Source: an optimization exercise on an open RTL-to-GDS flow (aim: small area, a short achievable clock period and few clock cycles per item). Production flows keep margins and buffers that such runs may drop.
At most, simulation tests tie the RTL to the original design; equivalence was not proved.
No functional check of the RTL was part of runs 1, 2 and 5.
No activity file was given, so power comes from the tool's default toggle rates.

File: design/flow/design.v
package bbs_pkg;
    localparam int STACK_DEPTH = 256;
    localparam int PTR_W = $clog2(STACK_DEPTH);
    typedef logic [PTR_W-1:0] ptr_t;
    typedef logic [7:0] byte_t;
    typedef enum logic [2:0] {
        CMD_PUSH    = 3'd0,
        CMD_POP     = 3'd1,
        CMD_DUP     = 3'd2,
        CMD_DROP    = 3'd3,
        CMD_PEEK    = 3'd4,
        CMD_COMPARE = 3'd5
    } cmd_t;
endpackage
module bbs_ram (
    input  logic       clk,
    input  logic       rst_n,
    input  logic       sh_p,
    input  logic       sh_m,
    input  logic       pol,
    input  logic       wr0,
    input  logic       wr1,
    input  logic       wr2,
    input  logic       wr255,
    input  logic [7:0] d0,
    input  logic [7:0] d1,
    input  logic [7:0] d2,
    input  logic [7:0] d255,
    output logic [7:0] q0,
    output logic [7:0] q1,
    output logic [7:0] q2,
    output logic [7:0] q3,
    output logic [7:0] q254,
    output logic [7:0] q255
);
    logic [7:0]    r0;
    logic [2047:8] ring;
    logic [2047:0] cur;
    logic [2047:0] nxt;
    assign cur = {ring, r0};
    always_comb
    begin
        for (int j = 0; j < 256; j++)
        begin
            nxt[8*j +: 8] = ~(({8{sh_p}} & cur[8*((j+1)%256) +: 8])
                            | ({8{sh_m}} & cur[8*((j+255)%256) +: 8]));
        end
        if (wr0)
        begin
            nxt[7:0] = d0 ^ {8{~pol}};
        end
        if (wr1)
        begin
            nxt[15:8] = d1 ^ {8{~pol}};
        end
        if (wr2)
        begin
            nxt[23:16] = d2 ^ {8{~pol}};
        end
        if (wr255)
        begin
            nxt[2047:2040] = d255 ^ {8{~pol}};
        end
    end
    always_ff @(posedge clk or negedge rst_n)
    begin
        if (!rst_n)
        begin
            r0 <= '0;
        end
        else
        begin
            r0 <= nxt[7:0];
        end
    end
    always_ff @(posedge clk)
    begin
        ring <= nxt[2047:8];
    end
    assign q0   = r0 ^ {8{pol}};
    assign q1   = ring[15:8] ^ {8{pol}};
    assign q2   = ring[23:16] ^ {8{pol}};
    assign q3   = ring[31:24] ^ {8{pol}};
    assign q254 = ring[2039:2032] ^ {8{pol}};
    assign q255 = ring[2047:2040] ^ {8{pol}};
endmodule
module bidirectional_byte_stack_unit (
    input  logic       clk,
    input  logic       rst_n,
    input  logic       in_valid,
    output logic       in_stall,
    input  logic [2:0] command,
    input  logic       grow_down,
    input  logic [7:0] push_value,
    output logic       out_valid,
    input  logic       out_stall,
    output logic [7:0] read_value,
    output logic       zero_out,
    output logic       carry_out,
    output logic [7:0] pointer_out
);
    logic       ir_valid;
    logic [2:0] ir_cmd;
    logic       ir_down;
    logic [7:0] ir_val;
    logic       sh_p, sh_m;      
    logic       off, off_next;   
    logic       pol;             
    logic [7:0] sp_reg, sp_next;
    logic       zero_reg, zero_next;
    logic       carry_reg, carry_next;
    logic [7:0] du_reg, du_next;      
    logic [7:0] dd_reg, dd_next;      
    logic       full_reg, full_next;  
    logic [2:0]  qv;
    logic [17:0] qd0, qd1, qd2;
    logic [17:0] res;
    logic        stall_reg;
    logic       accept, pop;
    logic       in_up, in_dn, in_step, in_shp;
    logic       is_push, is_pd, is_rm, is_rd, is_cmp;
    logic       up, dn;
    logic       vp1, vp2, vm1, vm2;
    logic       clr0, wr_hi, wr_lo;
    logic [7:0] q0, q1, q2, q3, q254, q255;
    logic [7:0] e1, e2, e254, e255;    
    logic [7:0] a_val, b_val, wr_data, rv;
    logic       wr0, wr1, wr2, wr255;
    logic [7:0] d0, d1, d2, d255;
    logic [1:0] nq;
    logic       n_ge1, n_ge2, n_ge3;
    assign in_stall = stall_reg;
    assign accept   = in_valid & ~stall_reg;
    assign pop      = qv[0] & ~out_stall;
    assign in_up   = ((command == bbs_pkg::CMD_PUSH) | (command == bbs_pkg::CMD_DUP)) & ~grow_down
                   | ((command == bbs_pkg::CMD_POP) | (command == bbs_pkg::CMD_DROP)) & grow_down;
    assign in_step = (command == bbs_pkg::CMD_PUSH) | (command == bbs_pkg::CMD_DUP)
                   | (command == bbs_pkg::CMD_POP) | (command == bbs_pkg::CMD_DROP);
    assign in_shp  = (accept & in_step) ? in_up : off_next;
    assign is_push = (ir_cmd == bbs_pkg::CMD_PUSH);
    assign is_pd   = (ir_cmd == bbs_pkg::CMD_PUSH) | (ir_cmd == bbs_pkg::CMD_DUP);
    assign is_rm   = (ir_cmd == bbs_pkg::CMD_POP)  | (ir_cmd == bbs_pkg::CMD_DROP);
    assign is_rd   = (ir_cmd == bbs_pkg::CMD_POP)  | (ir_cmd == bbs_pkg::CMD_PEEK);
    assign is_cmp  = (ir_cmd == bbs_pkg::CMD_COMPARE);
    assign up      = ir_valid & ((is_pd & ~ir_down) | (is_rm & ir_down));
    assign dn      = ir_valid & ((is_pd & ir_down) | (is_rm & ~ir_down));
    assign off_next = (up | dn) ? off : ~off;
    assign vp1 = full_reg | (du_reg != 8'd0);
    assign vp2 = full_reg | (du_reg[7:1] != 7'd0);
    assign vm1 = full_reg | (dd_reg != 8'd0);
    assign vm2 = full_reg | (dd_reg[7:1] != 7'd0);
    bbs_ram u_ram (
        .clk   (clk),
        .rst_n (rst_n),
        .sh_p  (sh_p),
        .sh_m  (sh_m),
        .pol   (pol),
        .wr0   (wr0),
        .wr1   (wr1),
        .wr2   (wr2),
        .wr255 (wr255),
        .d0    (d0),
        .d1    (d1),
        .d2    (d2),
        .d255  (d255),
        .q0    (q0),
        .q1    (q1),
        .q2    (q2),
        .q3    (q3),
        .q254  (q254),
        .q255  (q255)
    );
    assign e1   = off ? q2 : q1;
    assign e2   = off ? q3 : q2;
    assign e254 = off ? q255 : q254;
    assign e255 = off ? q0 : q255;
    assign a_val = ir_down ? (vp1 ? e1 : 8'd0) : (vm1 ? e255 : 8'd0);
    assign b_val = ir_down ? (vp2 ? e2 : 8'd0) : (vm2 ? e254 : 8'd0);
    assign wr_data = is_push ? ir_val : a_val;
    assign clr0  = ir_valid & (is_rm | (is_pd & (ir_down ? ~vm1 : ~vp1)));
    assign wr_hi = ir_valid & is_pd & ~ir_down;
    assign wr_lo = ir_valid & is_pd & ir_down;
    assign wr0   = (clr0 & ~off_next) | (wr_hi & off_next);
    assign wr1   = (clr0 & off_next) | (wr_lo & ~off_next);
    assign wr2   = wr_lo & off_next;
    assign wr255 = wr_hi & ~off_next;
    assign d0    = off_next ? wr_data : 8'd0;
    assign d1    = off_next ? 8'd0 : wr_data;
    assign d2    = wr_data;
    assign d255  = wr_data;
    assign rv = is_rd ? a_val : 8'd0;
    always_comb
    begin
        sp_next    = sp_reg;
        du_next    = du_reg;
        dd_next    = dd_reg;
        zero_next  = zero_reg;
        carry_next = carry_reg;
        if (up)
        begin
            sp_next = sp_reg + 8'd1;
            du_next = (du_reg == 8'd0) ? 8'd0 : du_reg - 8'd1;
            dd_next = dd_reg + 8'd1;
        end
        if (dn)
        begin
            sp_next = sp_reg - 8'd1;
            dd_next = (dd_reg == 8'd0) ? 8'd0 : dd_reg - 8'd1;
            du_next = du_reg + 8'd1;
        end
        if (ir_valid & is_cmp)
        begin
            zero_next  = (a_val == b_val);
            carry_next = (a_val < b_val);
        end
    end
    assign full_next = full_reg | (({1'b0, du_next} + {1'b0, dd_next}) >= 9'd255);
    assign res = {rv, zero_next, carry_next, sp_next};
    assign nq    = 2'(qv[0]) + 2'(qv[1]) + 2'(qv[2]) - 2'(pop) + 2'(ir_valid);
    assign n_ge1 = (nq >= 2'd1);
    assign n_ge2 = (nq >= 2'd2);
    assign n_ge3 = (nq == 2'd3);
    always_ff @(posedge clk or negedge rst_n)
    begin
        if (!rst_n)
        begin
            ir_valid  <= 1'b0;
            sh_p      <= 1'b0;
            sh_m      <= 1'b1;
            off       <= 1'b0;
            pol       <= 1'b0;
            sp_reg    <= '0;
            zero_reg  <= 1'b0;
            carry_reg <= 1'b0;
            du_reg    <= '0;
            dd_reg    <= '0;
            full_reg  <= 1'b0;
            qv        <= '0;
            stall_reg <= 1'b0;
        end
        else
        begin
            ir_valid  <= accept;
            sh_p      <= in_shp;
            sh_m      <= ~in_shp;
            off       <= off_next;
            pol       <= ~pol;
            sp_reg    <= sp_next;
            zero_reg  <= zero_next;
            carry_reg <= carry_next;
            du_reg    <= du_next;
            dd_reg    <= dd_next;
            full_reg  <= full_next;
            qv        <= {n_ge3, n_ge2, n_ge1};
            stall_reg <= n_ge3 | (n_ge2 & accept);
        end
    end
    always_ff @(posedge clk)
    begin
        ir_cmd  <= command;
        ir_down <= grow_down;
        ir_val  <= push_value;
        if (pop)
        begin
            if (qv[1])
            begin
                qd0 <= qd1;
            end
            else
            begin
                qd0 <= res;
            end
            if (qv[2])
            begin
                qd1 <= qd2;
            end
            else
            begin
                qd1 <= res;
            end
            qd2 <= res;
        end
        else
        begin
            if (!qv[0])
            begin
                qd0 <= res;
            end
            if (!qv[1])
            begin
                qd1 <= res;
            end
            if (!qv[2])
            begin
                qd2 <= res;
            end
        end
    end
    assign out_valid   = qv[0];
    assign read_value  = qd0[17:10];
    assign zero_out    = qd0[9];
    assign carry_out   = qd0[8];
    assign pointer_out = qd0[7:0];
endmodule
File: design/flow/run.sh
#!/bin/bash
# synth_recipe.tcl (not shown) runs the flow's synth.tcl, then flattens the netlist and writes it again
# the make line also repeats each setting of config.mk as NAME=value (left out here)
make -C /OpenROAD-flow-scripts/flow DESIGN_CONFIG=/design/flow/config.mk WORK_HOME=/design/flow/orfs CLKGATE_MAP_FILE= SYNTH_SCRIPT=/design/flow/synth_recipe.tcl finish
File: design/flow/config.mk
export PLATFORM = sky130hd
export DESIGN_NAME = bidirectional_byte_stack_unit
export DESIGN_NICKNAME = bidirectional_byte_stack_unit
export VERILOG_FILES = /design/flow/design.v
export SDC_FILE = /design/flow/constraint.sdc
export NUM_CORES = 4
export LEC_CHECK = 0
export CAP_MARGIN = 20
export CORE_MARGIN = 2
export CORE_UTILIZATION = 30
export SETUP_SLACK_MARGIN = 4.3
export SLEW_MARGIN = 20
File: design/flow/constraint.sdc
create_clock -name core_clock -period 7.0 [get_ports {clk}]
set_input_delay 1.4000 -clock core_clock [delete_from_list [all_inputs] [get_ports {clk}]]
set_output_delay 1.4000 -clock core_clock [all_outputs]
set_load 0.01 [all_outputs]
==> flow_summary.ini, run 1 <==
[routing]
via_count = 40700
routed_wire_length_per_instance_um = 14.32
drt-initial-drc-count = 3105
drt_wl_total_um = 117000
remaining_drc_errors = 0
drt_first_pass_iters = 6
post_drt_via_cell_ratio = 4.982
antenna_left = 0

[synth]
synth_top_cells_by_count = sky130_fd_sc_hd__dfxtp_1, sky130_fd_sc_hd__a22oi_1, sky130_fd_sc_hd__clkbuf_1
async_reset_ff_share_pct = 2.047
yosysWarningCount = 2
synth.avg_cell_area_um2 = 12.19
postSynthRegisterBits = 2150
synth-edff-count = 18
ys_types = 69
post-synth-top-area-fraction_pct = 64.49
ys_dominant_reg_cell = sky130_fd_sc_hd__dfxtp_1
netlist_area_mm2 = 0.06482
ys_seq_area_share_pct = 67.02
syn_inst = 5318
netlist_top_cells_area = sky130_fd_sc_hd__dfxtp_1, sky130_fd_sc_hd__a22oi_1, sky130_fd_sc_hd__clkbuf_1
synthMostInstantiatedCell = sky130_fd_sc_hd__dfxtp_1
synth_top_area_cell = sky130_fd_sc_hd__dfxtp_1
syn_nets = 5358

[run_status]
result_of_the_run = timing/DRC/antenna clean

[clock_tree]
cts.reportedPaths.clkPinSlew_ns = 0.06
clock_h_tree_levels = 4
cts-buffers-inserted = 207
tritoncts = yes
clock_latency_ns = 0.82
numClockSinks = 2150
ctsRootBufferMaster = sky130_fd_sc_hd__clkbuf_16
cts-root-to-sink-buffers = 3
post_cts_hold_buffer_count = 0

[global_route]
grt_start_max_net_pins = 265
first_pass_grt_wire_length_um = 193800
overflow = 0
track_usage_pct = 10.13
antenna_found_initial = 1
grt_pass1_vias = 39010

[final_layout]
flow.area_growth_from_synthesis_pct = 15.99
largest_register_ffs = 2040
layout-drive-gt1-share_pct = 9.871
post-route-util_pct = 35.03
largest_reg_by_ff_count = u_ram.ring
multi_input_comb_area_mm2 = 0.01974
nNetsFinal = 5199
register_area_mm2 = 0.04348
n_fill_cell = 20700

[worst_setup_path]
crit_type = reg2reg
critPathCaptureType = register
critPathMaxStageDelay_ns = 0.59
setup.reg_to_reg.worst_slack_ns = 3.71
critical_path.cell_chain = xor2_4, buf_4, or4_1, a21oi_2, a31oi_1, ha_1, a21oi_1, xnor2_1, nand3_1, or4b_1, o311ai_1
worst_setup_path_start_kind = register
worst_path_max_delay_cell = sky130_fd_sc_hd__or4_1
worst_ep_arrival_ns = 4.01
path_buf_inv = 1
path_delay_family = simple AND/OR/NAND/NOR gates
largest_driver_fanout_on_the_critical_path = 8
cp_data_required_time_ns = 7.72

[timing]
final-max-slew-violation-count = 0
grt_setup_unrepaired = true
slew_headroom_pct = 22.58
finalClockSkew_ns = 0.04670
achievable-frequency_mhz = 304.0
sum_of_negative_setup_slack_ns = 0
setup_viol = 0
worstMarginPinSlew_ns = 1.161
report.final.hold_viol_count = 0
fin_crit_share_pct = 46.99
period_minus_slack_ns = 3.289

[floorplan]
ioPinCount = 36
die_width_um = 468.8
die_y_um = 468.8
coreArea_mm2 = 0.2146
initial_utilization_pct = 30.20
floorplan_die_area_mm2 = 0.2198
number_of_cell_rows = 170

[placement]
port-buffer-count = 35
dp.final_hpwl_um = 65170
place.gp.congestion = 0.7484

[run]
max-cap-violations = 0

[power]
ir_drop_mv = 0.5745
design_power_total_mw = 46.34
power_per_cell_area_mw_per_mm2 = 616.4
static-leakage-power_nw = 29.59

[worst_hold_path]
worstHoldPathType = reg2reg
==> cells by family (layout without fill, tap and decap cells) <==
| kind of cell | Yosys count | count (layout) | synth area share (%) |
|---|---|---|---|
| AOI/OAI and AO/OA | 2251 | 2251 | 25.72 |
| DFF | 2150 | 2150 | 67.02 |
| buffers and inverters | 530 | 540 | 3.106 |
| and+or+nand+nor | 229 | 230 | 1.697 |
| xor gates and xnor gates | 75 | 75 | 1.054 |
| muxes | 59 | 59 | 0.9111 |
| adders and majority gates | 24 | 24 | 0.4864 |
| other | 0 | 1 | 0 |
==> final timing paths <==
path | from | endpoint | cells past startpoint
worst max register to register | ir_cmd[0] | full_reg | 11
max in group asynchronous | rst_n | off | 2
min in group asynchronous | rst_n | du_reg[7] | 2
worst min register to register | u_ram.ring[1036] | u_ram.ring[1028] | 1
worst min-delay path | u_ram.ring[1036] | u_ram.ring[1028] | 1
worst max-delay path | ir_cmd[0] | full_reg | 11
==> where the power goes <==
part | internal (mW) | switching [mW]
registers | 19.3 | 4.04
logic | 5.64 | 6.29
clock network | 6.40 | 4.65
total | 31.4 | 15.0
==> layout by cell type (no fill, tap or decap), types with 15 or more instances in the layout <==
cell type and n:
sky130_fd_sc_hd__a22oi_1 2041, sky130_fd_sc_hd__clkbuf_1 56, sky130_fd_sc_hd__a21oi_1 59, sky130_fd_sc_hd__clkbuf_16 211, sky130_fd_sc_hd__inv_1 26, sky130_fd_sc_hd__buf_12 15
sky130_fd_sc_hd__clkbuf_8 50, sky130_fd_sc_hd__a22o_1 22, sky130_fd_sc_hd__dfxtp_1 2086, sky130_fd_sc_hd__buf_4 61, sky130_fd_sc_hd__dfrtp_1 29, sky130_fd_sc_hd__buf_6 21
sky130_fd_sc_hd__xnor2_1 66, sky130_fd_sc_hd__edfxtp_1 18, sky130_fd_sc_hd__clkinv_2 32, sky130_fd_sc_hd__o21ai_0 41, sky130_fd_sc_hd__nand2_1 75, sky130_fd_sc_hd__nor2_1 63
sky130_fd_sc_hd__mux2i_1 59
==> metrics by stage <==
step / area (µm²) / instances / hold slack [ns] / setup slack [ns]
5_1_grt: 75180 / 8168 / 0.4057 / 3.563
4_1_cts: 74790 / 8152 / 0.3891 / 3.584
6_report: 75180 / 8168 / 0.4034 / 3.711
3_5_place_dp: 67390 / 7732 / 0.4250 / 2.869
3_3_place_gp: 67390 / 7732 / 0.4228 / 2.845
2_1_floorplan: 64890 / 5318 / 0.4149 / 3.648
==> timing repair <==
item	in CTS	in global routing
buffers inserted	41	13
endpoints found under the setup margin	193	405
gates resized for setup	139	53
cloned	0	2
pin swaps	26	23
==> cell type report <==
cell class              count  area share (%)
inverters                  35          0.1781
well taps                2838           4.723
diodes                      1        0.003328
repair buffers            126           1.729
multi-input cells        2639           26.25
flip-flops and latches   2150           57.83
clock inverters            63           1.100
clock buffers             316           8.185
==> layer usage <==
metal	track usage (%)	share of wire, %
met5	0	0
met4	3.362	2.2
met3	2.212	3.5
met2	15.60	45
met1	14.01	49
==> run 2: changes to the inputs <==
--- a/design/flow/config.mk
+++ b/design/flow/config.mk
@@ -7,6 +7,7 @@
 export LEC_CHECK = 0
 export CAP_MARGIN = 20
 export CORE_MARGIN = 2
-export CORE_UTILIZATION = 30
+export CORE_UTILIZATION = 50
+export CTS_BUF_LIST = sky130_fd_sc_hd__clkbuf_4 sky130_fd_sc_hd__clkbuf_8
 export SETUP_SLACK_MARGIN = 4.3
 export SLEW_MARGIN = 20
==> run 2 against run 1 <==
Design area decreased by 1.9%. Clock skew increased by 0.0021 ns. Global-route usage increased by 6.4 points. Via count increased by 1.1%. Register-to-register slack got worse by 0.13 ns. First-iteration DRC count decreased by 5.6%. Non-clock buffer count decreased by 1. Clock-buffer cell count increased by 216. Critical path depth increased by 1. Sequential cell count unchanged. Sequential power about the same. Sequential share of layout area increased by 1.1 points. Critical endpoint unchanged.
==> flow_summary.ini, run 2 <==
[clock_tree]
cts.reportedPaths.clkPinSlew_ns = 0.06
numClockSinks = 2150
cts-buffers-inserted = 348
clock_latency_ns = 0.95
cts-root-to-sink-buffers = 4
tritoncts = yes
clock_h_tree_levels = 5
ctsRootBufferMaster = sky130_fd_sc_hd__clkbuf_8

[power]
static-leakage-power_nw = 29.87
power_per_cell_area_mw_per_mm2 = 621.5
ir_drop_mv = 0.4771

[synth]
post-synth-top-area-fraction_pct = 64.49
netlist_area_mm2 = 0.06482
synth_top_cells_by_count = sky130_fd_sc_hd__dfxtp_1, sky130_fd_sc_hd__a22oi_1, sky130_fd_sc_hd__clkbuf_1
synth_top_area_cell = sky130_fd_sc_hd__dfxtp_1
syn_nets = 5358
ys_seq_area_share_pct = 67.02
synth-edff-count = 18
ys_dominant_reg_cell = sky130_fd_sc_hd__dfxtp_1
async_reset_ff_share_pct = 2.047
postSynthRegisterBits = 2150
yosysWarningCount = 2
netlist_top_cells_area = sky130_fd_sc_hd__dfxtp_1, sky130_fd_sc_hd__a22oi_1, sky130_fd_sc_hd__clkbuf_1
synthMostInstantiatedCell = sky130_fd_sc_hd__dfxtp_1
ys_types = 69
syn_inst = 5318
synth.avg_cell_area_um2 = 12.19

[worst_setup_path]
worst_ep_arrival_ns = 4.26
largest_driver_fanout_on_the_critical_path = 8
setup.reg_to_reg.worst_slack_ns = 3.58
crit_type = reg2reg
critPathCaptureType = register
critical_path.cell_chain = xor2_4, buf_4, buf_4, or4_4, a21oi_2, a31oi_1, ha_1, a21oi_2, xnor2_1, nand3_1, or4b_1, o311ai_1
cp_data_required_time_ns = 7.84
worst_r2r_endpoint = full_reg
critical_path_depth = 12
worst_setup_path_start_kind = register
path_delay_family = simple AND/OR/NAND/NOR gates
path_buf_inv = 2
worst_path_max_delay_cell = sky130_fd_sc_hd__or4_4
rr_startpoint = ir_cmd[0]
start_point_of_the_critical_path = ir_cmd[0]
endpoint = full_reg
depth_of_the_worst_register_to_register_path = 12
critPathMaxStageDelay_ns = 0.54

[final_layout]
register_area_mm2 = 0.04348
flow.area_growth_from_synthesis_pct = 13.81
nNetsFinal = 5338
largest_register_ffs = 2040
commonest_non_fill_non_tap_cells_in_the_layout = sky130_fd_sc_hd__dfxtp_1, sky130_fd_sc_hd__a22oi_1, sky130_fd_sc_hd__clkbuf_8
multi_input_comb_area_mm2 = 0.01981
layout_commonest_cell = sky130_fd_sc_hd__dfxtp_1
largest_reg_by_ff_count = u_ram.ring
layout-drive-gt1-share_pct = 14.14
n_fill_cell = 10980

[floorplan]
ioPinCount = 36
floorplan_die_area_mm2 = 0.1325
die_y_um = 364.0
coreArea_mm2 = 0.1292
number_of_cell_rows = 132
initial_utilization_pct = 50.19
die_width_um = 364.0

[global_route]
track_usage_pct = 16.55
grt_start_max_net_pins = 233
grt_pass1_vias = 39800
first_pass_grt_wire_length_um = 191400
antenna_found_initial = 2
overflow = 0

[routing]
drt-initial-drc-count = 2931
drt_wl_total_um = 113400
drt_first_pass_iters = 6
remaining_drc_errors = 0
post_drt_via_cell_ratio = 5.662
via_count = 41150
routed_wire_length_per_instance_um = 15.61
antenna_left = 0

[placement]
worst_setup_timing_slack_at_the_placement_stage_ns = 3.066
dp.final_hpwl_um = 60950
place.gp.congestion = 0.7841
port-buffer-count = 35

[timing]
report.final.hold_viol_count = 0
achievable-frequency_mhz = 292.8
grt_setup_unrepaired = true
fin_ws_ns = 3.585
slew_headroom_pct = 25.19
final-max-slew-violation-count = 0
setup_viol = 0
period_minus_slack_ns = 3.415
worstMarginPinSlew_ns = 1.114
fin_crit_share_pct = 48.79
sum_of_negative_setup_slack_ns = 0
finalClockSkew_ns = 0.04885

[worst_hold_path]
worstHoldPathType = reg2reg

[run]
max-cap-violations = 0

[run_status]
result_of_the_run = timing/DRC/antenna clean
run 2: cell types whose count changed in the layout (fill, tap and decap cells not counted), moves of 4 or more:
cell                        previous run  this run
sky130_fd_sc_hd__buf_12               15        20
sky130_fd_sc_hd__clkbuf_1             56         0
sky130_fd_sc_hd__clkbuf_16           211         0
sky130_fd_sc_hd__buf_6                21         9
sky130_fd_sc_hd__clkinv_16             8         0
sky130_fd_sc_hd__clkbuf_8             50       416
sky130_fd_sc_hd__clkbuf_4              0       116
sky130_fd_sc_hd__mux2i_1              59        53
sky130_fd_sc_hd__buf_2                11        20
sky130_fd_sc_hd__mux2i_4               0         4
run 2: worst min-delay path by stage:
stage	start	endpoint	slack, ns	cells after the start
after floorplan	u_ram.ring[2023]	u_ram.ring[2015]	0.41	1
after global placement	u_ram.ring[1412]	u_ram.ring[1404]	0.42	1
after detailed placement	u_ram.ring[1430]	u_ram.ring[1422]	0.42	1
after CTS	u_ram.ring[1109]	u_ram.ring[1101]	0.39	1
after global routing	u_ram.ring[1201]	u_ram.ring[1193]	0.41	1
final	u_ram.ring[1288]	u_ram.ring[1280]	0.39	1
run 2: cell families after synthesis:
group,share of synthesized area (%)
AOI/OAI and AO/OA,25.72
DFF,67.02
buffers and inverters,3.106
and+or+nand+nor,1.697
xor gates and xnor gates,1.054
muxes,0.9111
adders and majority gates,0.4864
run 2: timing repair:
action | in CTS | in global routing
endpoints found under the setup margin | 360 | 346
setup buffers | 34 | 17
gates resized for setup | 135 | 44
pin swaps | 16 | 26
hold buffers | 0 | 0
run 2: cell type report:
cell class	instances	share of cell area [%]
Antenna cell	4	0.01357
Multi-Input combinational cell	2638	26.86
Sequential cell	2150	58.94
Tap cell	1742	2.955
Timing Repair Buffer	125	1.637
Clock buffer	532	8.942
Inverter	35	0.1815
Clock inverter	42	0.4749
run 2: per-stage QoR:
step	std cells	hold WS [ns]	power (mW)	util (%)	area [µm²]
global placement	6638	0.4223	34.51	51.12	66020
floorplan	5318	0.4149	32.06	-	64890
finish	7268	0.3919	45.84	57.11	73770
CTS	7247	0.3888	46.11	56.83	73400
detailed placement	6639	0.4243	35.03	51.13	66030
global route	7266	0.4127	49.21	57.11	73760
run 2: where the power goes:
group	switching [mW]	leakage, nW	internal (mW)	total [mW]
Combinational	6.27	7.83	5.64	11.9
Clock	4.49	3.72	6.13	10.6
Sequential	3.98	18.3	19.3	23.3
Total	14.7	29.9	31.1	45.8
run 2: routing by layer:
| metal | vias to the layer above | GRT usage, % | wire (µm) |
|---|---|---|---|
| li1 | 20410 | - | - |
| met2 | 566 | 24.60 | 50230 |
| met4 | 0 | 7.017 | 2972 |
| met1 | 19930 | 23.35 | 56250 |
| met5 | - | 0 | 0 |
| met3 | 247 | 3.486 | 3960 |
==> run 3: changes to the inputs <==
--- a/design/flow/design.v
+++ b/design/flow/design.v
@@ -77,12 +77,12 @@
     begin
         ring <= nxt[2047:8];
     end
-    assign q0   = r0 ^ {8{pol}};
-    assign q1   = ring[15:8] ^ {8{pol}};
-    assign q2   = ring[23:16] ^ {8{pol}};
-    assign q3   = ring[31:24] ^ {8{pol}};
-    assign q254 = ring[2039:2032] ^ {8{pol}};
-    assign q255 = ring[2047:2040] ^ {8{pol}};
+    assign q0   = r0;
+    assign q1   = ring[15:8];
+    assign q2   = ring[23:16];
+    assign q3   = ring[31:24];
+    assign q254 = ring[2039:2032];
+    assign q255 = ring[2047:2040];
 endmodule
 module bidirectional_byte_stack_unit (
     input  logic       clk,
@@ -111,7 +111,11 @@
     logic       carry_reg, carry_next;
     logic [7:0] du_reg, du_next;      
     logic [7:0] dd_reg, dd_next;      
+    logic [7:0] cnt_reg, cnt_next;    
     logic       full_reg, full_next;  
+    logic       newterr;              
+    logic       vp1_reg, vp2_reg, vm1_reg, vm2_reg;
+    logic       vp1_next, vp2_next, vm1_next, vm2_next;
     logic [2:0]  qv;
     logic [17:0] qd0, qd1, qd2;
     logic [17:0] res;
@@ -124,7 +128,9 @@
     logic       clr0, wr_hi, wr_lo;
     logic [7:0] q0, q1, q2, q3, q254, q255;
     logic [7:0] e1, e2, e254, e255;    
-    logic [7:0] a_val, b_val, wr_data, rv;
+    logic [7:0] a_st, b_st;            
+    logic       a_eq_b, a_lt_b, a_gt_b;
+    logic [7:0] a_val, wr_data, rv;
     logic       wr0, wr1, wr2, wr255;
     logic [7:0] d0, d1, d2, d255;
     logic [1:0] nq;
@@ -145,10 +151,10 @@
     assign up      = ir_valid & ((is_pd & ~ir_down) | (is_rm & ir_down));
     assign dn      = ir_valid & ((is_pd & ir_down) | (is_rm & ~ir_down));
     assign off_next = (up | dn) ? off : ~off;
-    assign vp1 = full_reg | (du_reg != 8'd0);
-    assign vp2 = full_reg | (du_reg[7:1] != 7'd0);
-    assign vm1 = full_reg | (dd_reg != 8'd0);
-    assign vm2 = full_reg | (dd_reg[7:1] != 7'd0);
+    assign vp1 = vp1_reg;
+    assign vp2 = vp2_reg;
+    assign vm1 = vm1_reg;
+    assign vm2 = vm2_reg;
     bbs_ram u_ram (
         .clk   (clk),
         .rst_n (rst_n),
@@ -174,8 +180,12 @@
     assign e2   = off ? q3 : q2;
     assign e254 = off ? q255 : q254;
     assign e255 = off ? q0 : q255;
-    assign a_val = ir_down ? (vp1 ? e1 : 8'd0) : (vm1 ? e255 : 8'd0);
-    assign b_val = ir_down ? (vp2 ? e2 : 8'd0) : (vm2 ? e254 : 8'd0);
+    assign a_st = ir_down ? (vp1 ? e1 : {8{pol}}) : (vm1 ? e255 : {8{pol}});
+    assign b_st = ir_down ? (vp2 ? e2 : {8{pol}}) : (vm2 ? e254 : {8{pol}});
+    assign a_eq_b = (a_st == b_st);
+    assign a_lt_b = (a_st < b_st);
+    assign a_gt_b = (a_st > b_st);
+    assign a_val  = a_st ^ {8{pol}};
     assign wr_data = is_push ? ir_val : a_val;
     assign clr0  = ir_valid & (is_rm | (is_pd & (ir_down ? ~vm1 : ~vp1)));
     assign wr_hi = ir_valid & is_pd & ~ir_down;
@@ -189,32 +199,53 @@
     assign d2    = wr_data;
     assign d255  = wr_data;
     assign rv = is_rd ? a_val : 8'd0;
+    assign newterr = (up & ~vp1_reg) | (dn & ~vm1_reg);
     always_comb
     begin
         sp_next    = sp_reg;
         du_next    = du_reg;
         dd_next    = dd_reg;
+        vp1_next   = vp1_reg;
+        vp2_next   = vp2_reg;
+        vm1_next   = vm1_reg;
+        vm2_next   = vm2_reg;
         zero_next  = zero_reg;
         carry_next = carry_reg;
         if (up)
         begin
-            sp_next = sp_reg + 8'd1;
-            du_next = (du_reg == 8'd0) ? 8'd0 : du_reg - 8'd1;
-            dd_next = dd_reg + 8'd1;
+            sp_next  = sp_reg + 8'd1;
+            du_next  = (du_reg == 8'd0) ? 8'd0 : du_reg - 8'd1;
+            dd_next  = dd_reg + 8'd1;
+            vp1_next = vp2_reg;
+            vp2_next = du_reg > 8'd2;
+            vm1_next = 1'b1;
+            vm2_next = vm1_reg;
         end
         if (dn)
         begin
-            sp_next = sp_reg - 8'd1;
-            dd_next = (dd_reg == 8'd0) ? 8'd0 : dd_reg - 8'd1;
-            du_next = du_reg + 8'd1;
+            sp_next  = sp_reg - 8'd1;
+            dd_next  = (dd_reg == 8'd0) ? 8'd0 : dd_reg - 8'd1;
+            du_next  = du_reg + 8'd1;
+            vm1_next = vm2_reg;
+            vm2_next = dd_reg > 8'd2;
+            vp1_next = 1'b1;
+            vp2_next = vp1_reg;
+        end
+        if (full_next)
+        begin
+            vp1_next = 1'b1;
+            vp2_next = 1'b1;
+            vm1_next = 1'b1;
+            vm2_next = 1'b1;
         end
         if (ir_valid & is_cmp)
         begin
-            zero_next  = (a_val == b_val);
-            carry_next = (a_val < b_val);
+            zero_next  = a_eq_b;
+            carry_next = pol ? a_gt_b : a_lt_b;
         end
     end
-    assign full_next = full_reg | (({1'b0, du_next} + {1'b0, dd_next}) >= 9'd255);
+    assign cnt_next  = cnt_reg + 8'(newterr);
+    assign full_next = full_reg | (newterr & (cnt_reg == 8'd254));
     assign res = {rv, zero_next, carry_next, sp_next};
     assign nq    = 2'(qv[0]) + 2'(qv[1]) + 2'(qv[2]) - 2'(pop) + 2'(ir_valid);
     assign n_ge1 = (nq >= 2'd1);
@@ -234,7 +265,12 @@
             carry_reg <= 1'b0;
             du_reg    <= '0;
             dd_reg    <= '0;
+            cnt_reg   <= '0;
             full_reg  <= 1'b0;
+            vp1_reg   <= 1'b0;
+            vp2_reg   <= 1'b0;
+            vm1_reg   <= 1'b0;
+            vm2_reg   <= 1'b0;
             qv        <= '0;
             stall_reg <= 1'b0;
         end
@@ -250,7 +286,12 @@
             carry_reg <= carry_next;
             du_reg    <= du_next;
             dd_reg    <= dd_next;
+            cnt_reg   <= cnt_next;
             full_reg  <= full_next;
+            vp1_reg   <= vp1_next;
+            vp2_reg   <= vp2_next;
+            vm1_reg   <= vm1_next;
+            vm2_reg   <= vm2_next;
             qv        <= {n_ge3, n_ge2, n_ge1};
             stall_reg <= n_ge3 | (n_ge2 & accept);
         end
--- a/design/flow/config.mk
+++ b/design/flow/config.mk
@@ -7,7 +7,8 @@
 export LEC_CHECK = 0
 export CAP_MARGIN = 20
 export CORE_MARGIN = 2
-export CORE_UTILIZATION = 50
-export CTS_BUF_LIST = sky130_fd_sc_hd__clkbuf_4 sky130_fd_sc_hd__clkbuf_8
-export SETUP_SLACK_MARGIN = 4.3
+export CORE_UTILIZATION = 30
+export CTS_CLUSTER_DIAMETER = 100
+export CTS_CLUSTER_SIZE = 30
+export SETUP_SLACK_MARGIN = 4.5
 export SLEW_MARGIN = 20
==> run 3 against run 2 <==
Clock power decreased by 45%. Non-clock buffer count decreased by 17. Area after synthesis increased by 0.43%. Design area decreased by 4.4%. Fmax increased by 24%. Final cell count increased by 8.6%. Sequential power about the same. Highest routed layer unchanged. Still clean. Largest power group unchanged. Clock-buffer cell count decreased by 442. Synthesized cell count increased by 0.58%.
==> flow_summary.ini, run 3 <==
[worst_hold_path]
worstHoldPathType = reg2reg
worst_hold_path.endpoint = u_ram.ring[1108]
worstHoldStart = u_ram.ring[1116]
hold_path_depth = 1

[placement]
place.gp.congestion = 0.7824
dp.final_hpwl_um = 65660
dpl-instance-area_mm2 = 0.06758
port-buffer-count = 35
dp_cells = 7756
worst_setup_timing_slack_at_the_placement_stage_ns = 2.981

[floorplan]
ioPinCount = 36
number_of_cell_rows = 170
floorplan_die_area_mm2 = 0.2207
coreArea_mm2 = 0.2153
die_y_um = 469.8
die_width_um = 469.8
initial_utilization_pct = 30.24

[clock_tree]
cts.reportedPaths.clkPinSlew_ns = 0.12
cts-root-to-sink-buffers = 3
clock_latency_ns = 0.73
clock_h_tree_levels = 3
numClockSinks = 2162
post_cts_hold_buffer_count = 0
cts-buffers-inserted = 83
tritoncts = yes
ctsRootBufferMaster = sky130_fd_sc_hd__clkbuf_16

[timing]
achievable-frequency_mhz = 363.9
fin_ws_ns = 4.252
finalClockSkew_ns = 0.03039
finalHoldWorstSlack_ns = 0.4214
fin_crit_share_pct = 39.26
sum_of_negative_setup_slack_ns = 0
period_minus_slack_ns = 2.748
final-max-slew-violation-count = 0
worstMarginPinSlew_ns = 1.218
slew_headroom_pct = 18.77
grt_setup_unrepaired = true
setup_viol = 0
report.final.hold_viol_count = 0

[routing]
drt_wl_total_um = 115100
post_drt_via_cell_ratio = 5.115
remaining_drc_errors = 0
antenna_left = 0
drt_first_pass_iters = 6
drt-initial-drc-count = 3064
routed_wire_length_per_instance_um = 14.59
via_count = 40370

[final_layout]
largest_register_ffs = 2040
multi_input_comb_area_mm2 = 0.01947
final_cell_count_no_fill = 7892
n_fill_cell = 21260
layout-drive-gt1-share_pct = 5.284
final_cell_area_mm2 = 0.07049
register_area_mm2 = 0.04376
flow.area_growth_from_synthesis_pct = 8.288
largest_reg_by_ff_count = u_ram.ring
commonest_non_fill_non_tap_cells_in_the_layout = sky130_fd_sc_hd__dfxtp_1, sky130_fd_sc_hd__a22oi_1, sky130_fd_sc_hd__clkbuf_16
nNetsFinal = 5073
layout_commonest_cell = sky130_fd_sc_hd__dfxtp_1
post-route-util_pct = 32.75

[worst_setup_path]
worst_path_max_delay_cell = sky130_fd_sc_hd__dfrtp_2
rr_startpoint = off
critPathMaxStageDelay_ns = 0.47
cp_data_required_time_ns = 5.60
largest_driver_fanout_on_the_critical_path = 2
worst_ep_arrival_ns = 1.35
path_buf_inv = 1
depth_of_the_worst_register_to_register_path = 11
worst_r2r_endpoint = qd0[8]
crit_type = reg2out
critical_path.cell_chain = buf_6
critPathCaptureType = output port
worst_setup_path_start_kind = register
setup.reg_to_reg.worst_slack_ns = 4.33
critical_path_depth = 1
path_delay_family = flip-flops

[synth]
postSynthRegisterBits = 2162
netlist_area_mm2 = 0.06510
ys_types = 65
synth_xor_area_share_pct = 0.5074
yosysWarningCount = 2
synth-edff-count = 18
synth_compound_area_share_pct = 25.91
ys_seq_area_share_pct = 67.20
syn_inst = 5349
async_reset_ff_share_pct = 2.590
ys_dominant_reg_cell = sky130_fd_sc_hd__dfxtp_1
main_combinational_cell_family_by_area_after_synthesis = compound AO/OA/AOI/OAI gates
post-synth-top-area-fraction_pct = 64.21
synth-simple-area-share_pct = 2.032
synthMostInstantiatedCell = sky130_fd_sc_hd__dfxtp_1
synth_top_area_cell = sky130_fd_sc_hd__dfxtp_1
post_synth_fa_ha_maj_area_fraction_pct = 0.4344
multiplexer_share_of_the_synthesized_area_pct = 0.7323
syn_nets = 5387
netlist_top_cells_area = sky130_fd_sc_hd__dfxtp_1, sky130_fd_sc_hd__a22oi_1, sky130_fd_sc_hd__clkbuf_1
synth.avg_cell_area_um2 = 12.17
synth_top_cells_by_count = sky130_fd_sc_hd__dfxtp_1, sky130_fd_sc_hd__a22oi_1, sky130_fd_sc_hd__clkbuf_1

[power]
design_power_total_mw = 40.85
ir_drop_mv = 0.4360
power_per_cell_area_mw_per_mm2 = 579.4
static-leakage-power_nw = 27.45

[global_route]
track_usage_pct = 9.661
first_pass_grt_wire_length_um = 188800
grt_start_max_net_pins = 267
overflow = 0
antenna_found_initial = 1
grt_pass1_vias = 37790

[run_status]
result_of_the_run = timing/DRC/antenna clean

[run]
max-cap-violations = 0
-- run 3: power by group --
| group | leakage [nW] | total (mW) | switching, mW | internal [mW] |
|---|---|---|---|---|
| registers | 18.5 | 23.3 | 4.00 | 19.3 |
| logic | 7.87 | 11.7 | 6.25 | 5.46 |
| clock network | 1.12 | 5.81 | 3.58 | 2.23 |
| total | 27.5 | 40.8 | 13.8 | 27.0 |
-- run 3: layer usage --
metal | GRT usage, % | wire length, µm | vias to the layer above
li1 | - | - | 19800
met1 | 13.69 | 57320 | 20020
met2 | 15.33 | 52620 | 430
met3 | 1.539 | 3106 | 117
met4 | 2.335 | 2092 | 0
met5 | 0 | 0 | -
-- run 3: how the worst max path moves through the flow --
stage	start	to	slack (ns)
final	stall_reg	in_stall	4.25
after CTS	stall_reg	in_stall	4.16
after global routing	stall_reg	in_stall	4.17
after floorplan	out_stall	qv[2]	4.28
after detailed placement	out_stall	qd0[10]	2.98
after global placement	out_stall	qd0[8]	3.01
-- run 3: timing repair --
action                                   CTS  global route
pin swaps                                  6             6
resized for setup                        131            32
setup buffers                             16            11
endpoints found under the setup margin  1452           858
cloned                                     0             5
-- run 3: layout make-up --
cell class | instances | share of cell area (%)
antenna | 1 | 0.003550
clock buffer | 90 | 2.998
clock inverter | 13 | 0.2485
inverter | 31 | 0.1704
multi-input combinational | 2649 | 27.62
sequential | 2162 | 62.08
tap | 2838 | 5.037
timing repair buffer | 108 | 1.835
-- run 3: cell families (layout without fill, tap and decap cells) --
kind of cell    Yosys count  after routing
fa+ha+maj                22             22
simple gates            268            268
compound gates         2276           2276
other cells               0              1
xor+xnor                 36             36
mux                      47             47
flops                  2162           2162
buf+inv                 538            242
Testbench counts of run 3, summed over its fixed seeds: cycles 32,016, items 32,000.
==> run 4: changes to the inputs <==
--- a/design/flow/config.mk
+++ b/design/flow/config.mk
@@ -7,7 +7,7 @@
 export LEC_CHECK = 0
 export CAP_MARGIN = 20
 export CORE_MARGIN = 2
-export CORE_UTILIZATION = 30
+export CORE_UTILIZATION = 50
 export CTS_CLUSTER_DIAMETER = 100
 export CTS_CLUSTER_SIZE = 30
 export SETUP_SLACK_MARGIN = 4.5
==> run 4 against run 3 <==
Clock-buffer cell count stayed put. Via count decreased by 0.88%. Area after synthesis stayed put. Critical path depth unchanged. Hold slack improved by 0.0085 ns. Non-clock buffer count shrank 1. Clock power is essentially flat. Sequential cell count stayed put. First-iteration DRC count rose by 6.2%. Worst setup slack better by 0.076 ns. Design area is 2.1% lower. Die area fell by 40%. Critical endpoint is now read_value[5].
==> flow_summary.ini, run 4 <==
[final_layout]
flow.area_growth_from_synthesis_pct = 6.062
n_fill_cell = 11210
n_antenna_cell = 0
commonest_non_fill_non_tap_cells_in_the_layout = sky130_fd_sc_hd__dfxtp_1, sky130_fd_sc_hd__a22oi_1, sky130_fd_sc_hd__clkbuf_16
largest_register_ffs = 2040
layout-drive-gt1-share_pct = 5.110
nNetsFinal = 5072
post-route-util_pct = 53.39
register_area_mm2 = 0.04376
multi_input_comb_area_mm2 = 0.01947
largest_reg_by_ff_count = u_ram.ring
layout_commonest_cell = sky130_fd_sc_hd__dfxtp_1

[worst_hold_path]
hold_path_depth = 1
worst_hold_path.endpoint = u_ram.ring[712]
worstHoldStart = u_ram.ring[720]
worstHoldPathType = reg2reg

[routing]
via_count = 40010
post_drt_via_cell_ratio = 5.892
drt-initial-drc-count = 3254
routed_wire_length_per_instance_um = 16.40
drt_first_pass_iters = 5
antenna_left = 0
drt_wl_total_um = 111300
remaining_drc_errors = 0

[synth]
netlist_area_mm2 = 0.06510
synth-edff-count = 18
synth_top_cells_by_count = sky130_fd_sc_hd__dfxtp_1, sky130_fd_sc_hd__a22oi_1, sky130_fd_sc_hd__clkbuf_1
syn_inst = 5349
yosysWarningCount = 2
async_reset_ff_share_pct = 2.590
ys_dominant_reg_cell = sky130_fd_sc_hd__dfxtp_1
synth.avg_cell_area_um2 = 12.17
postSynthRegisterBits = 2162
synth_top_area_cell = sky130_fd_sc_hd__dfxtp_1
syn_nets = 5387
ys_types = 65
netlist_top_cells_area = sky130_fd_sc_hd__dfxtp_1, sky130_fd_sc_hd__a22oi_1, sky130_fd_sc_hd__clkbuf_1
post-synth-top-area-fraction_pct = 64.21
ys_seq_area_share_pct = 67.20
synthMostInstantiatedCell = sky130_fd_sc_hd__dfxtp_1

[timing]
achievable-frequency_mhz = 374.2
slew_headroom_pct = 28.44
fin_ws_ns = 4.328
fin_crit_share_pct = 38.17
final-max-slew-violation-count = 0
report.final.hold_viol_count = 0
setup_viol = 0
worstMarginPinSlew_ns = 1.073
period_minus_slack_ns = 2.672
finalClockSkew_ns = 0.02564
grt_setup_unrepaired = true
sum_of_negative_setup_slack_ns = 0

[clock_tree]
tritoncts = yes
ctsRootBufferMaster = sky130_fd_sc_hd__clkbuf_16
numClockSinks = 2162
post_cts_hold_buffer_count = 0
cts-root-to-sink-buffers = 3
cts-buffers-inserted = 83
cts.reportedPaths.clkPinSlew_ns = 0.11
clock_h_tree_levels = 3
clock_latency_ns = 0.70

[power]
switching_share_pct = 33.65
ir_drop_mv = 0.3870
combinational_cell_fraction_of_total_power_pct = 28.4
net-switching-power_mw = 13.71
power_frac_seq_pct = 57.3
power_per_cell_area_mw_per_mm2 = 590.2
p_int_mw = 27.04
power.clock.fraction_pct = 14.3
static-leakage-power_nw = 27.43

[run]
max-cap-violations = 0

[placement]
place.gp.congestion = 0.7850
port-buffer-count = 35
worst_setup_timing_slack_at_the_placement_stage_ns = 3.054
dp.final_hpwl_um = 62320

[worst_setup_path]
worst_path_max_delay_cell = sky130_fd_sc_hd__edfxtp_1
setup.reg_to_reg.worst_slack_ns = 4.33
worst_setup_path_start_kind = register
worst_r2r_endpoint = qd0[8]
cp_data_required_time_ns = 5.60
crit_type = reg2out
worst_ep_arrival_ns = 1.27
critPathMaxStageDelay_ns = 0.41
rr_startpoint = off
depth_of_the_worst_register_to_register_path = 11
critical_path.cell_chain = buf_2
path_buf_inv = 1
largest_driver_fanout_on_the_critical_path = 1
critPathCaptureType = output port
path_delay_family = flip-flops

[global_route]
antenna_found_initial = 0
grt_pass1_vias = 37340
overflow = 0
grt_start_max_net_pins = 265
track_usage_pct = 15.91
first_pass_grt_wire_length_um = 186000

[floorplan]
die_width_um = 364.8
die_y_um = 364.8
ioPinCount = 36
floorplan_die_area_mm2 = 0.1331
coreArea_mm2 = 0.1293
number_of_cell_rows = 132
initial_utilization_pct = 50.34

[run_status]
result_of_the_run = timing/DRC/antenna clean
==> run 4: cell counts after synthesis <==
No cell type changed its count.
==> run 4: repair_timing <==
| action | 4_1_cts | 5_1_grt |
|---|---|---|
| gates resized for setup | 121 | 16 |
| pin swaps | 13 | 7 |
| setup endpoints to repair | 1332 | 385 |
| cloned | 0 | 4 |
| buffers inserted | 17 | 13 |
==> run 4: layout make-up <==
class,instances,area share [%]
clock inverter,10,0.1703
clock buffer,90,3.139
sequential,2162,63.39
inverter,31,0.1740
multi-input combinational,2649,28.20
tap,1742,3.157
timing repair buffer,107,1.771
==> run 4: per-stage QoR <==
step	hold slack (ns)	power, mW	area [µm²]	std cells
after global placement	0.4225	34.34	66190	6656
after CTS	0.4338	40.94	68750	6773
after detailed placement	0.4253	34.83	66190	6656
final	0.4300	40.75	69040	6791
after floorplan	0.4149	31.89	65160	5349
after global routing	0.4477	43.88	69040	6791
==> run 4: worst max-delay path by stage <==
stage,startpoint,slack (ns),depth (start not counted),endpoint
6_report,qd0[15],4.33,1,read_value[5]
5_1_grt,off,4.24,11,qd0[8]
4_1_cts,qd0[17],4.27,1,read_value[7]
3_5_place_dp,out_stall,3.05,5,qd0[16]
3_3_place_gp,out_stall,3.13,5,qd0[16]
2_1_floorplan,out_stall,4.28,7,qv[2]
==> run 4: power groups by stage <==
stage | sequential [mW] | combinational (mW) | clock, mW
after floorplan | 22.1 | 9.78 | 0
after global placement | 23.7 | 10.7 | 0
after detailed placement | 23.7 | 11.1 | 0
after CTS | 23.4 | 11.5 | 6.12
after global routing | 24.1 | 13.2 | 6.54
final | 23.3 | 11.6 | 5.81
==> run 4: kinds of logic (layout without fill, tap and decap cells) <==
logic type / Yosys count / after routing / share of synthesized area [%]
mux: 47 / 47 / 0.7323
compound gates: 2276 / 2276 / 25.91
xor+xnor: 36 / 36 / 0.5074
flops: 2162 / 2162 / 67.20
fa+ha+maj: 22 / 22 / 0.4344
simple gates: 268 / 268 / 2.032
buf+inv: 538 / 238 / 3.185
==> run 4: per-layer routing <==
metal  part of all wire [%]  GRT usage (%)  vias up  routed length (µm)
met4                    1.6          3.946        0                1771
met1                     51          23.91    19680               57060
li1                       -              -    19840                   -
met2                     44          24.10      376               49480
met3                    2.7          2.127      116                3027
met5                      0              0        -                   0
==> run 5: changes to the inputs <==
--- a/design/flow/design.v
+++ b/design/flow/design.v
@@ -127,7 +127,9 @@
     logic       vp1, vp2, vm1, vm2;
     logic       clr0, wr_hi, wr_lo;
     logic [7:0] q0, q1, q2, q3, q254, q255;
-    logic [7:0] e1, e2, e254, e255;    
+    logic       sa1, sa2, sa255, sa0, a_zp;
+    logic       sb2, sb3, sb254, sb255, b_zp;
+    logic       nv_p1, nv_p2, nv_m1, nv_m2, pol_next;
     logic [7:0] a_st, b_st;            
     logic       a_eq_b, a_lt_b, a_gt_b;
     logic [7:0] a_val, wr_data, rv;
@@ -176,12 +178,10 @@
         .q254  (q254),
         .q255  (q255)
     );
-    assign e1   = off ? q2 : q1;
-    assign e2   = off ? q3 : q2;
-    assign e254 = off ? q255 : q254;
-    assign e255 = off ? q0 : q255;
-    assign a_st = ir_down ? (vp1 ? e1 : {8{pol}}) : (vm1 ? e255 : {8{pol}});
-    assign b_st = ir_down ? (vp2 ? e2 : {8{pol}}) : (vm2 ? e254 : {8{pol}});
+    assign a_st = ({8{sa1}} & q1) | ({8{sa2}} & q2) | ({8{sa255}} & q255) | ({8{sa0}} & q0)
+                | {8{a_zp}};
+    assign b_st = ({8{sb2}} & q2) | ({8{sb3}} & q3) | ({8{sb254}} & q254) | ({8{sb255}} & q255)
+                | {8{b_zp}};
     assign a_eq_b = (a_st == b_st);
     assign a_lt_b = (a_st < b_st);
     assign a_gt_b = (a_st > b_st);
@@ -247,6 +247,11 @@
     assign cnt_next  = cnt_reg + 8'(newterr);
     assign full_next = full_reg | (newterr & (cnt_reg == 8'd254));
     assign res = {rv, zero_next, carry_next, sp_next};
+    assign nv_p1    = vp1_next;
+    assign nv_p2    = vp2_next;
+    assign nv_m1    = vm1_next;
+    assign nv_m2    = vm2_next;
+    assign pol_next = ~pol;
     assign nq    = 2'(qv[0]) + 2'(qv[1]) + 2'(qv[2]) - 2'(pop) + 2'(ir_valid);
     assign n_ge1 = (nq >= 2'd1);
     assign n_ge2 = (nq >= 2'd2);
@@ -273,6 +278,16 @@
             vm2_reg   <= 1'b0;
             qv        <= '0;
             stall_reg <= 1'b0;
+            sa1       <= 1'b0;
+            sa2       <= 1'b0;
+            sa255     <= 1'b0;
+            sa0       <= 1'b0;
+            a_zp      <= 1'b0;
+            sb2       <= 1'b0;
+            sb3       <= 1'b0;
+            sb254     <= 1'b0;
+            sb255     <= 1'b0;
+            b_zp      <= 1'b0;
         end
         else
         begin
@@ -294,6 +309,16 @@
             vm2_reg   <= vm2_next;
             qv        <= {n_ge3, n_ge2, n_ge1};
             stall_reg <= n_ge3 | (n_ge2 & accept);
+            sa1       <= grow_down & ~off_next & nv_p1;
+            sa2       <= grow_down & off_next & nv_p1;
+            sa255     <= ~grow_down & ~off_next & nv_m1;
+            sa0       <= ~grow_down & off_next & nv_m1;
+            a_zp      <= pol_next & (grow_down ? ~nv_p1 : ~nv_m1);
+            sb2       <= grow_down & ~off_next & nv_p2;
+            sb3       <= grow_down & off_next & nv_p2;
+            sb254     <= ~grow_down & ~off_next & nv_m2;
+            sb255     <= ~grow_down & off_next & nv_m2;
+            b_zp      <= pol_next & (grow_down ? ~nv_p2 : ~nv_m2);
         end
     end
     always_ff @(posedge clk)
@@ -301,16 +326,11 @@
         ir_cmd  <= command;
         ir_down <= grow_down;
         ir_val  <= push_value;
+        qd0 <= ({18{pop & qv[1]}} & qd1)
+             | ({18{(pop & ~qv[1]) | ~qv[0]}} & res)
+             | ({18{qv[0] & ~pop}} & qd0);
         if (pop)
         begin
-            if (qv[1])
-            begin
-                qd0 <= qd1;
-            end
-            else
-            begin
-                qd0 <= res;
-            end
             if (qv[2])
             begin
                 qd1 <= qd2;
@@ -323,10 +343,6 @@
         end
         else
         begin
-            if (!qv[0])
-            begin
-                qd0 <= res;
-            end
             if (!qv[1])
             begin
                 qd1 <= res;
--- a/design/flow/config.mk
+++ b/design/flow/config.mk
@@ -10,5 +10,5 @@
 export CORE_UTILIZATION = 50
 export CTS_CLUSTER_DIAMETER = 100
 export CTS_CLUSTER_SIZE = 30
-export SETUP_SLACK_MARGIN = 4.5
+export SETUP_SLACK_MARGIN = 4.6
 export SLEW_MARGIN = 20
==> run 5 against run 4 <==
Still clean. Final cell count is 0.16% lower. Register-to-register slack better by 0.14 ns. Critical path type unchanged. First-iteration DRC count is 3.9% higher.
==> flow_summary.ini, run 5 <==
[routing]
post_drt_via_cell_ratio = 5.917
drt-initial-drc-count = 3380
antenna_left = 0
drt_wl_total_um = 113800
remaining_drc_errors = 0
via_count = 40120
routed_wire_length_per_instance_um = 16.78
drt_first_pass_iters = 6

[floorplan]
die_y_um = 365.6
number_of_cell_rows = 132
coreArea_mm2 = 0.1296
floorplan_die_area_mm2 = 0.1336
initial_utilization_pct = 50.41
die_width_um = 365.6
ioPinCount = 36

[run_status]
result_of_the_run = timing/DRC/antenna clean

[final_layout]
layout_commonest_cell = sky130_fd_sc_hd__dfxtp_1
post-route-util_pct = 53.36
commonest_non_fill_non_tap_cells_in_the_layout = sky130_fd_sc_hd__dfxtp_1, sky130_fd_sc_hd__a22oi_1, sky130_fd_sc_hd__clkbuf_16
flow.area_growth_from_synthesis_pct = 5.848
nNetsFinal = 5061
largest_register_ffs = 2040
layout-drive-gt1-share_pct = 5.339
n_antenna_cell = 0
largest_reg_by_ff_count = u_ram.ring

[run]
max-cap-violations = 0

[clock_tree]
cts.reportedPaths.clkPinSlew_ns = 0.11
clock_latency_ns = 0.71
tritoncts = yes
cts-buffers-inserted = 83
ctsRootBufferMaster = sky130_fd_sc_hd__clkbuf_16
clock_h_tree_levels = 3
numClockSinks = 2172
cts-root-to-sink-buffers = 3

[worst_setup_path]
crit_type = reg2out
critPathMaxStageDelay_ns = 0.50
worst_setup_path_start_kind = register
critical_path.cell_chain = buf_6
depth_of_the_worst_register_to_register_path = 10
critical_path_depth = 1
critPathCaptureType = output port
path_delay_family = flip-flops
cp_data_required_time_ns = 5.60
worst_ep_arrival_ns = 1.33
path_buf_inv = 1
largest_driver_fanout_on_the_critical_path = 2
worst_path_max_delay_cell = sky130_fd_sc_hd__dfrtp_4

[timing]
achievable-frequency_mhz = 366.0
sum_of_negative_setup_slack_ns = 0
finalHoldWorstSlack_ns = 0.4266
finalClockSkew_ns = 0.02674
period_minus_slack_ns = 2.732
final-max-slew-violation-count = 0
worstMarginPinSlew_ns = 1.156
fin_crit_share_pct = 39.03
grt_setup_unrepaired = true
report.final.hold_viol_count = 0
setup_viol = 0
slew_headroom_pct = 22.93

[placement]
port-buffer-count = 35
place.gp.congestion = 0.7786
dp.final_hpwl_um = 62900

[synth]
synth.avg_cell_area_um2 = 12.21
synthMostInstantiatedCell = sky130_fd_sc_hd__dfxtp_1
async_reset_ff_share_pct = 3.039
synth-edff-count = 18
yosysWarningCount = 2
post-synth-top-area-fraction_pct = 63.95
ys_dominant_reg_cell = sky130_fd_sc_hd__dfxtp_1
netlist_top_cells_area = sky130_fd_sc_hd__dfxtp_1, sky130_fd_sc_hd__a22oi_1, sky130_fd_sc_hd__clkbuf_1
postSynthRegisterBits = 2172
ys_seq_area_share_pct = 67.31
synth_top_area_cell = sky130_fd_sc_hd__dfxtp_1
synth_top_cells_by_count = sky130_fd_sc_hd__dfxtp_1, sky130_fd_sc_hd__a22oi_1, sky130_fd_sc_hd__clkbuf_1
ys_types = 78
netlist_area_mm2 = 0.06536
syn_nets = 5391
syn_inst = 5353

[power]
ir_drop_mv = 0.3635
power_per_cell_area_mw_per_mm2 = 583.9
static-leakage-power_nw = 27.53

[global_route]
grt_start_max_net_pins = 252
track_usage_pct = 16.12
first_pass_grt_wire_length_um = 187700
grt_pass1_vias = 37910
overflow = 0
antenna_found_initial = 0

[worst_hold_path]
hold_path_depth = 1
worstHoldPathType = reg2reg
==> run 5: layer usage <==
layer  GRT usage [%]  up-vias  routed length (µm)
met4           3.817        0                2369
met3           2.322      143                3235
met1           23.03    19800               55020
li1                -    19810                   -
met2           25.82      366               53180
met5               0        -                   0
==> run 5: kinds of logic after synthesis <==
group	share of synthesized area [%]
adder cells (fa/ha/maj)	0.4326
AND/OR/NAND/NOR	1.748
XOR/XNOR	0.5666
AO/OA/AOI/OAI	26.30
buffers and inverters	3.227
flip-flops	67.31
multiplexers	0.4212
==> run 5: power by group <==
part           switching (mW)  internal (mW)
Combinational            5.88           5.28
Clock                    3.56           2.22
Sequential               4.05           19.4
Total                    13.5           26.9
==> run 5: cell type report <==
type	instances	area (µm²)
clock buffer	92	2131
clock inverter	8	118.9
fill	11210	60470
inverter	32	125.1
multi-input combinational	2636	19400
sequential	2172	44040
tap	1742	2180
timing repair buffer	98	1189
==> run 5: stage by stage <==
stage               area (µm²)  power (mW)  cells  setup WS, ns
detailed placement       66380       34.56   6649         3.318
CTS                      68950       40.62   6768         4.225
finish                   69180       40.40   6780         4.268
global placement         66380       34.04   6649         3.331
global route             69180       43.42   6780         4.217
floorplan                65420       31.60   5353         4.267
==> run 5: final timing paths <==
kind                                  start                to  slack, ns
setup / recovery                      qv[0]         out_valid       4.27
hold / removal             u_ram.ring[1499]  u_ram.ring[1491]       0.43
setup reg to reg                      sa255            qd0[8]       4.47
hold reg to reg            u_ram.ring[1499]  u_ram.ring[1491]       0.43
max in group asynchronous             rst_n              sh_p       5.38
min in group asynchronous             rst_n        cnt_reg[2]       0.91
==> run 5: timing repair <==
action,4_1_cts,5_1_grt
hold buffers,0,0
buffers inserted,16,11
pin swaps,16,13
cloned,3,1
endpoints found under the setup margin,1149,603
gates resized for setup,144,25

-- afterwards: timing with drivers on the ports --
In the flow no input, the clock included, has a driving cell. The finished layouts below were timed again as built, in two steps. Step 1, drivers: a clkbuf_16 drives clk and a buf_2 each remaining input, both assumed. Step 2 also shifts input and output timing later by t, the mid clock arrival at the registers, as if the neighbouring blocks saw the same clock. Three values: no drivers, after step 1, after step 2; two values: the first two.
run | t (ns) | slack for setup (ns) | worst setup path after step 2 | slew at the worst register clock pin (ns) | cell pins on the clock port's net
run 1 | 0.877 | 3.711 / 3.711 / 3.711 | register to register | 0.06 / 0.06 | 1
run 2 | 0.996 | 3.585 / 3.585 / 3.516 | input to register | 0.07 / 0.07 | 1
run 3 | 0.797 | 4.252 / 4.172 / 3.954 | input to register | 0.12 / 0.12 | 1
run 4 | 0.755 | 4.328 / 4.257 / 4.007 | input to register | 0.11 / 0.11 | 1
run 5 | 0.764 | 4.268 / 4.197 / 4.079 | input to register | 0.12 / 0.12 | 1
After both steps every run listed still meets setup and hold. For run 4, which loses most, drivers alone change the setup slack by -0.071 ns; drivers and shift together by -0.321 ns.
